This is an optimization exercise on Yosys and OpenROAD, whose aim is small area, a short achievable clock period and few clock cycles per item, not a production implementation. Only simulation tests tie the RTL to the original design; equivalence was not proved. Power and IR drop assume default switching activity.

[flow/design.v]
package dcache_pkg;
   localparam int IDX_W = 3;
   localparam int TAG_W = 26;
   localparam int SETS  = 8;
   localparam int WAYS  = 2;
   localparam int LINES = WAYS * SETS;
endpackage
`timescale 1ns/1ns
module dcache_top (
   input  logic        CLK,
   input  logic        nRST,
   input  logic        cpu_ren,
   input  logic        cpu_wen,
   input  logic [31:0] cpu_addr,
   input  logic [31:0] cpu_wdata,
   input  logic        halt,
   output logic        dhit,
   output logic [31:0] dmemload,
   output logic        flushed,
   output logic        mem_ren,
   output logic        mem_wen,
   output logic [31:0] mem_addr,
   output logic [31:0] mem_wdata,
   input  logic        dwait,
   input  logic [31:0] dload
);
   localparam int TAG_W = dcache_pkg::TAG_W;
   localparam int LINES = dcache_pkg::LINES;
   typedef enum logic [3:0] {
      IDLE, LOOK, WB0, WB1, FILL0, FILL1, RESP, FSTART, FWB0, FWB1, DONE
   } state_t;
   logic [LINES-1:0]                 valid_q, dirty_q;
   logic [LINES-1:0][TAG_W-1:0]      tag_q;
   logic [LINES-1:0][1:0][31:0]      data_q;
   logic [7:0]                       lru_q;      
   state_t             state_q;
   logic [TAG_W-1:0]   atag_q;                  
   logic [2:0]         aidx_q;                  
   logic               aoff_q, awen_q;
   logic [LINES-1:0]   match_q;                 
   logic               way_q;                   
   logic               last_q;                  
   logic               dhit_q, ren_q, wen_q, flushed_q;
   logic [31:3]        maddr_q;
   logic               mword_q;
   logic [31:0]        mwdata_q;
   logic [31:0]        rd_q;                    
   logic               req, done;
   logic [TAG_W-1:0]   t0, t1, tsel;
   logic [1:0][31:0]   x0, x1;                  
   logic [LINES-1:0]   mline;
   logic               m0, m1, hit, vict, wsel, vdirty;
   logic [31:0]        xo0, xo1, xsel;
   logic [LINES-1:0]   pend, pend_next;         
   logic               any_pend, any_next;
   logic [3:0]         first_pend, first_next;
   assign req  = cpu_ren | cpu_wen;
   assign done = !dwait;
   always_comb begin
      for (int l = 0; l < LINES; l++) begin
         mline[l] = valid_q[l] && (tag_q[l] == cpu_addr[31:6]);
      end
   end
   assign t0  = tag_q[{1'b0, aidx_q}];
   assign t1  = tag_q[{1'b1, aidx_q}];
   assign x0  = data_q[{1'b0, aidx_q}];
   assign x1  = data_q[{1'b1, aidx_q}];
   assign m0  = match_q[{1'b0, aidx_q}];
   assign m1  = match_q[{1'b1, aidx_q}];
   assign hit = m0 | m1;
   assign xo0 = aoff_q ? x0[1] : x0[0];
   assign xo1 = aoff_q ? x1[1] : x1[0];
   assign vict   = lru_q[aidx_q];
   assign vdirty = valid_q[{vict, aidx_q}] & dirty_q[{vict, aidx_q}];
   assign wsel = (state_q == LOOK) ? vict : way_q;
   assign tsel = wsel ? t1 : t0;
   always_comb begin
      if ((state_q == WB0) || (state_q == FWB0)) begin
         xsel = wsel ? x1[1] : x0[1];
      end else begin
         xsel = wsel ? x1[0] : x0[0];
      end
   end
   assign pend      = valid_q & dirty_q;
   assign pend_next = pend & ~(LINES'(1) << {way_q, aidx_q});
   always_comb begin
      any_pend   = 1'b0;
      first_pend = '0;
      any_next   = 1'b0;
      first_next = '0;
      for (int l = LINES - 1; l >= 0; l--) begin
         if (pend[l]) begin
            any_pend   = 1'b1;
            first_pend = 4'(l);
         end
         if (pend_next[l]) begin
            any_next   = 1'b1;
            first_next = 4'(l);
         end
      end
   end
   assign dhit      = dhit_q;
   assign dmemload  = rd_q;
   assign flushed   = flushed_q;
   assign mem_ren   = ren_q;
   assign mem_wen   = wen_q;
   assign mem_addr  = {maddr_q, mword_q, 2'b00};
   assign mem_wdata = mwdata_q;
   always_ff @(posedge CLK, negedge nRST) begin
      if (!nRST) begin
         state_q   <= IDLE;
         dhit_q    <= 1'b0;
         ren_q     <= 1'b0;
         wen_q     <= 1'b0;
         flushed_q <= 1'b0;
         valid_q   <= '0;
         lru_q     <= '0;
      end else begin
         case (state_q)
            IDLE: begin
               if (halt) begin
                  if (any_pend) begin
                     state_q <= FSTART;
                  end else begin
                     state_q   <= DONE;
                     flushed_q <= 1'b1;
                  end
               end else if (req) begin
                  state_q <= LOOK;
               end
            end
            LOOK: begin
               if (hit) begin
                  state_q <= RESP;
                  dhit_q  <= 1'b1;
               end else if (vdirty) begin
                  state_q <= WB0;
                  wen_q   <= 1'b1;
               end else begin
                  state_q <= FILL0;
                  ren_q   <= 1'b1;
               end
            end
            WB0: begin
               if (done) state_q <= WB1;
            end
            WB1: begin
               if (done) begin
                  state_q <= FILL0;
                  wen_q   <= 1'b0;
                  ren_q   <= 1'b1;
               end
            end
            FILL0: begin
               if (done) state_q <= FILL1;
            end
            FILL1: begin
               if (done) begin
                  state_q                  <= RESP;
                  ren_q                    <= 1'b0;
                  dhit_q                   <= 1'b1;
                  valid_q[{way_q, aidx_q}] <= 1'b1;
               end
            end
            RESP: begin
               state_q       <= IDLE;
               dhit_q        <= 1'b0;
               lru_q[aidx_q] <= ~way_q;
            end
            FSTART: begin
               state_q <= FWB0;
               wen_q   <= 1'b1;
            end
            FWB0: begin
               if (done) state_q <= FWB1;
            end
            FWB1: begin
               if (done && last_q) begin
                  state_q   <= DONE;
                  wen_q     <= 1'b0;
                  flushed_q <= 1'b1;
               end else if (done) begin
                  state_q <= FWB0;
               end
            end
            DONE: begin
            end
            default: begin
               state_q <= IDLE;
            end
         endcase
      end
   end
   logic             fill_done, cpu_write, clean;
   logic [31:0]      wbus;
   logic             wword;
   assign fill_done = ((state_q == FILL0) || (state_q == FILL1)) && done;
   assign cpu_write = (state_q == RESP) && awen_q;
   assign clean     = (state_q == FWB0) && done;
   assign wbus      = (state_q == RESP) ? cpu_wdata : dload;
   assign wword     = (state_q == RESP) ? aoff_q : (state_q == FILL1);
   always_ff @(posedge CLK) begin
      for (int l = 0; l < LINES; l++) begin
         for (int w = 0; w < 2; w++) begin
            if ((fill_done || cpu_write) && ({way_q, aidx_q} == 4'(l)) && (wword == w[0])) begin
               data_q[l][w] <= wbus;
            end
         end
         if ((state_q == FILL1) && done && ({way_q, aidx_q} == 4'(l))) begin
            tag_q[l] <= atag_q;
         end
         if (((state_q == FILL1) && done || cpu_write || clean) && ({way_q, aidx_q} == 4'(l))) begin
            dirty_q[l] <= cpu_write;
         end
      end
   end
   always_ff @(posedge CLK) begin
      case (state_q)
         IDLE: begin
            match_q <= mline;
            atag_q  <= cpu_addr[31:6];
            aoff_q  <= cpu_addr[2];
            awen_q  <= cpu_wen;
            if (halt) begin
               way_q  <= first_pend[3];
               aidx_q <= first_pend[2:0];
            end else begin
               aidx_q <= cpu_addr[5:3];
            end
         end
         LOOK: begin
            rd_q     <= m1 ? xo1 : xo0;
            way_q    <= hit ? m1 : vict;
            mword_q  <= 1'b0;
            maddr_q  <= vdirty ? {tsel, aidx_q} : {atag_q, aidx_q};
            mwdata_q <= xsel;
         end
         WB0, FWB0: begin
            if (done) begin
               mword_q  <= 1'b1;
               mwdata_q <= xsel;
            end
            if (done && (state_q == FWB0)) begin
               way_q  <= first_next[3];
               aidx_q <= first_next[2:0];
               last_q <= !any_next;
            end
         end
         WB1: begin
            if (done) begin
               mword_q <= 1'b0;
               maddr_q <= {atag_q, aidx_q};
            end
         end
         FILL0: begin
            if (done) begin
               mword_q <= 1'b1;
               if (!aoff_q) rd_q <= dload;
            end
         end
         FILL1: begin
            if (done && aoff_q) rd_q <= dload;
         end
         FSTART: begin
            mword_q  <= 1'b0;
            maddr_q  <= {tsel, aidx_q};
            mwdata_q <= xsel;
         end
         FWB1: begin
            if (done) begin
               mword_q  <= 1'b0;
               maddr_q  <= {tsel, aidx_q};
               mwdata_q <= xsel;
            end
         end
         default: begin
         end
      endcase
   end
endmodule
[flow/run.sh]
#!/bin/bash
# synth_recipe.tcl (not shown) runs the flow's synth.tcl, then flattens the netlist and writes it again
# the make line also repeats each setting of config.mk as NAME=value (left out here)
make -C /OpenROAD-flow-scripts/flow DESIGN_CONFIG=/design/flow/config.mk WORK_HOME=/design/flow/orfs CLKGATE_MAP_FILE= SYNTH_SCRIPT=/design/flow/synth_recipe.tcl finish
[flow/config.mk]
export PLATFORM = sky130hd
export DESIGN_NAME = dcache_top
export DESIGN_NICKNAME = dcache_top
export VERILOG_FILES = /design/flow/design.v
export SDC_FILE = /design/flow/constraint.sdc
export NUM_CORES = 4
export LEC_CHECK = 0
export CAP_MARGIN = 20
export CORE_MARGIN = 2
export CORE_UTILIZATION = 45
export SETUP_SLACK_MARGIN = 5
export SLEW_MARGIN = 20
export TNS_END_PERCENT = 5
[flow/constraint.sdc]
create_clock -name core_clock -period 8.0 [get_ports {CLK}]
set_input_delay 1.6000 -clock core_clock [delete_from_list [all_inputs] [get_ports {CLK}]]
set_output_delay 1.6000 -clock core_clock [all_outputs]
set_load 0.01 [all_outputs]
==> reports/qor.yml <==
min_path:
  min_path_type: "flop to flop"
clocking:
  cts_sinks: 1631
  cts_root_buf: "clkbuf_16"
  clk_path_buf_depth: 3
  cts_buffers: 170
  cts_tree: "built"
  h-tree-depth: 4
  cts_hold_buf: 0
  path_clk_slew_ns: 0.07
  clk_latency_ns: 0.82
logic_synthesis:
  syn_avg_cell_area_sq_um: 17.56
  yosysTopAreaCell: "edfxtp_1"
  ys_top_cells_by_area: "edfxtp_1 (69%), mux4_2 (12%), xnor2_1 (5.2%)"
  async_reset_ff_share_pct: 1.962
  synth.top_cell.area_share_pct: 68.61
  synth.distinct_cells: 64
  syn_inst: 3985
  yosysSeqAreaShare_pct: 69.75
  ys.flop_type: "edfxtp_1"
  syn_area_sq_um: 69990
  yosys_warnings: 1
  synth-edff-count: 1599
  ys_seq_elements: 1631
status:
  status: "timing/DRC/antenna clean"
finish:
  instances_no_fill: 6457
  final_nets: 4380
  final_cell_mix: "edfxtp_1 (1599), xnor2_1 (407), mux4_2 (371)"
  regArea_sq_um: 48820
  area_growth_pct: 16.98
  fill_cells: 12460
  final_common_cell: "edfxtp_1"
  multi_input_comb_area_sq_um: 21010
  drive_gt1_share_pct: 22.44
critical_path:
  critPathKind: "primary input to flop"
  rr_endpoint: "rd_q[29]"
  critPathLaunch: "cpu_addr[6]"
  rrSetupSlack_ns: 4.84
  cp-end-kind: "flop"
  path_max_fanout: 17
  timing.rr.start: "aidx_q[0]"
  cp.required_ns: 8.63
  worstSetupStartpointType: "primary input"
  critPathCapture: "match_q[4]"
  cp.arrival_ns: 3.91
  reg2reg_depth: 7
pwr:
  switching_share_pct: 20.82
  p_comb_share_pct: 2.2
  pwr-share-clk_pct: 45.5
  switchingPower_w: 0.003713
  power_density_nw_per_um2: 217.8
  peakVddDrop_uv: 209.5
  p_int_w: 0.01412
  p_seq_share_pct: 52.3
  p_leak_nw: 26.45
placed_design:
  portBuffers: 197
  dp.cells: 6080
  dp_hpwl_mm: 130.8
  gp_congestion: 0.9138
drt:
  viasPerCell: 6.233
  antenna_left: 0
  routed_wl_mm: 222.2
  first_pass_iters: 6
  drc: 0
  drt_iter0_drc: 4837
  vias: 40240
  wire_per_inst_um: 34.42
grt:
  grt_util_all_layers_pct: 27.93
  grt_antenna_before_repair: 11
  grt_pass1_wl_mm: 307.3
  grt_overflow: 0
  first_global_vias: 39890
  grt_max_degree: 134
sta:
  hold_violations: 0
  fin_crit_sh_pct: 41.04
  rsz0062_at_grt: "yes"
  tightestPinTransition_ns: 1.043
  final-setup-viol-count: 0
  fin_crit_ns: 3.283
  fin_tns_setup_ns: 0
  drv_slew: 0
  relSlewSlack_pct: 30.44
  fmax_ghz: 0.3046
  skew_ns: 0.06228
floorplan:
  num_rows: 144
  die_y_um: 398.4
  fp.coreArea_sq_um: 154200
  die_w_um: 398.4
  io_pins: 202
  die_area_sq_um: 158700
  start_util_pct: 45.38
run:
  cap_violations: 0
-- cell usage after synthesis (5+ instances only) --
cell type,instances
nand3b_1,5
o221ai_1,36
mux2i_1,135
or4_1,17
buf_1,24
mux2_4,20
dfrtp_1,32
mux4_2,371
nor2_1,114
inv_1,7
clkbuf_1,157
a21o_1,12
o21ai_0,88
a21oi_1,17
and3_1,5
ha_1,9
nor3_1,21
a31oi_1,9
nand4_1,100
o211ai_1,66
nor4_1,54
nand2_1,350
o22ai_1,19
buf_6,5
and2_1,8
mux2_2,41
nand2b_1,43
buf_4,8
a22o_1,6
a22oi_1,5
a31o_2,5
nand3_1,68
buf_2,57
xnor2_1,416
nor2b_1,8
edfxtp_1,1599
-- power by group through the flow --
stage               Clock (W)  Sequential (W)  Combinational, W
detailed placement          0         0.00951          0.000380
global route          0.00853         0.00932          0.000406
CTS                   0.00820         0.00933          0.000381
floorplan                   0         0.00951          0.000191
global placement            0         0.00951          0.000377
finish                0.00811         0.00933          0.000391
-- routing by layer --
metal | vias to the layer above | track usage (%) | part of all wire [%]
met1 | 21260 | 37.77 | 39
met4 | 8 | 11.50 | 4.7
li1 | 16470 | - | -
met3 | 412 | 5.971 | 9.1
met2 | 2103 | 44.19 | 47
met5 | - | 0 | 0.019
-- stage by stage --
stage | power (W) | cell area, sq um | utilization [%] | hold WS, ns | setup WS, ns
final | 0.01783 | 81870 | 53.08 | 0.4828 | 4.717
after global routing | 0.01826 | 81870 | 53.08 | 0.5056 | 4.708
after CTS | 0.01791 | 81640 | 52.94 | 0.4857 | 4.756
after detailed placement | 0.009889 | 74830 | 48.52 | 0.4713 | 3.069
after global placement | 0.009885 | 74770 | 48.48 | 0.4671 | 2.900
after floorplan | 0.009698 | 70300 | - | 0.4428 | 4.458
-- flip-flops by register name (all words and copies together) (netlist names) --
name,count
aoff_q,1
last_q,1
maddr_q,29
mword_q,1
ren_q,1
dhit_q,1
lru_q,8
flushed_q,1
aidx_q,3
wen_q,1
dirty_q,16
way_q,1
rd_q,32
match_q,16
state_q,4
tag_q,416
data_q,1024
valid_q,16
atag_q,26
awen_q,1
mwdata_q,32
-- kinds of logic (layout without fill, tap and decap cells) --
| group | Yosys count | count (layout) | synth area share (%) |
|---|---|---|---|
| flip-flops | 1631 | 1631 | 69.75 |
| AND/OR/NAND/NOR | 805 | 821 | 5.447 |
| multiplexers | 567 | 567 | 14.96 |
| XOR/XNOR | 418 | 418 | 5.231 |
| AO/OA/AOI/OAI | 292 | 292 | 2.844 |
| buffers and inverters | 262 | 671 | 1.604 |
| adder cells (fa/ha/maj) | 9 | 9 | 0.1609 |
| other | 1 | 4 | 0.005358 |
-- cell type report --
class                           count  share of cell area (%)
Antenna cell                        2                0.006113
Sequential cell                  1631                   59.63
Multi-Input combinational cell   2109                   25.67
Clock buffer                      201                   5.428
Clock inverter                    113                   1.602
Timing Repair Buffer              346                   4.478
Tap cell                         2044                   3.124
Inverter                           11                 0.06266
-- how the worst min path moves through the flow --
stage	startpoint	end	cells past startpoint
3_5_place_dp	lru_q[5]	lru_q[5]	2
3_3_place_gp	lru_q[3]	lru_q[3]	2
5_1_grt	lru_q[6]	lru_q[6]	2
2_1_floorplan	lru_q[6]	lru_q[6]	2
4_1_cts	lru_q[5]	lru_q[5]	2
6_report	lru_q[6]	lru_q[6]	2
-- timing repair --
action / 4_1_cts / 5_1_grt
hold endpoints to repair: 0 / 0
pin swaps: 32 / 0
cloned: 22 / 1
buffers inserted: 37 / 1
setup endpoints to repair: 2812 / 1194
gates resized for setup: 304 / 61
-- worst max-delay path, stage by stage --
cell and delay (ns):
clkdlybuf4s50_1 0.41, buf_4 0.24, xnor2_1 0.50, nand4_1 0.27, or4_1 0.58, nor4_1 0.29
Testbench counts, summed over its fixed seeds: cycles 43,025, accesses 4,800.

==> port drivers added, routing unchanged <==
How much do the figures lean on ideal ports? The routed layout below was timed once more, with nothing changed but the port constraints.
Step 1 (the two cells are an assumption about what drives the block):
set clk [get_ports {CLK}]
set_driving_cell -lib_cell sky130_fd_sc_hd__clkbuf_16 $clk
set_driving_cell -lib_cell sky130_fd_sc_hd__buf_2 [delete_from_list [all_inputs] $clk]
Step 2 moves the port delays by t, midway between the first and last clock arrival at a register: inputs arrive t later, outputs are due t later. That takes back most of the time a late clock gives input paths.
a / b / c = no drivers / after step 1 / after step 2; a / b = the first two.
t (ns): 0.869
slack for setup (ns): 4.717 / 4.696 / 3.906
worst hold slack (ns): 0.483 / 0.483 / 0.483
worst setup path at the end: input to register
After both steps setup and hold are still met in this run. The setup slack of this run moves by -0.021 ns with the drivers and by -0.811 ns with both steps.
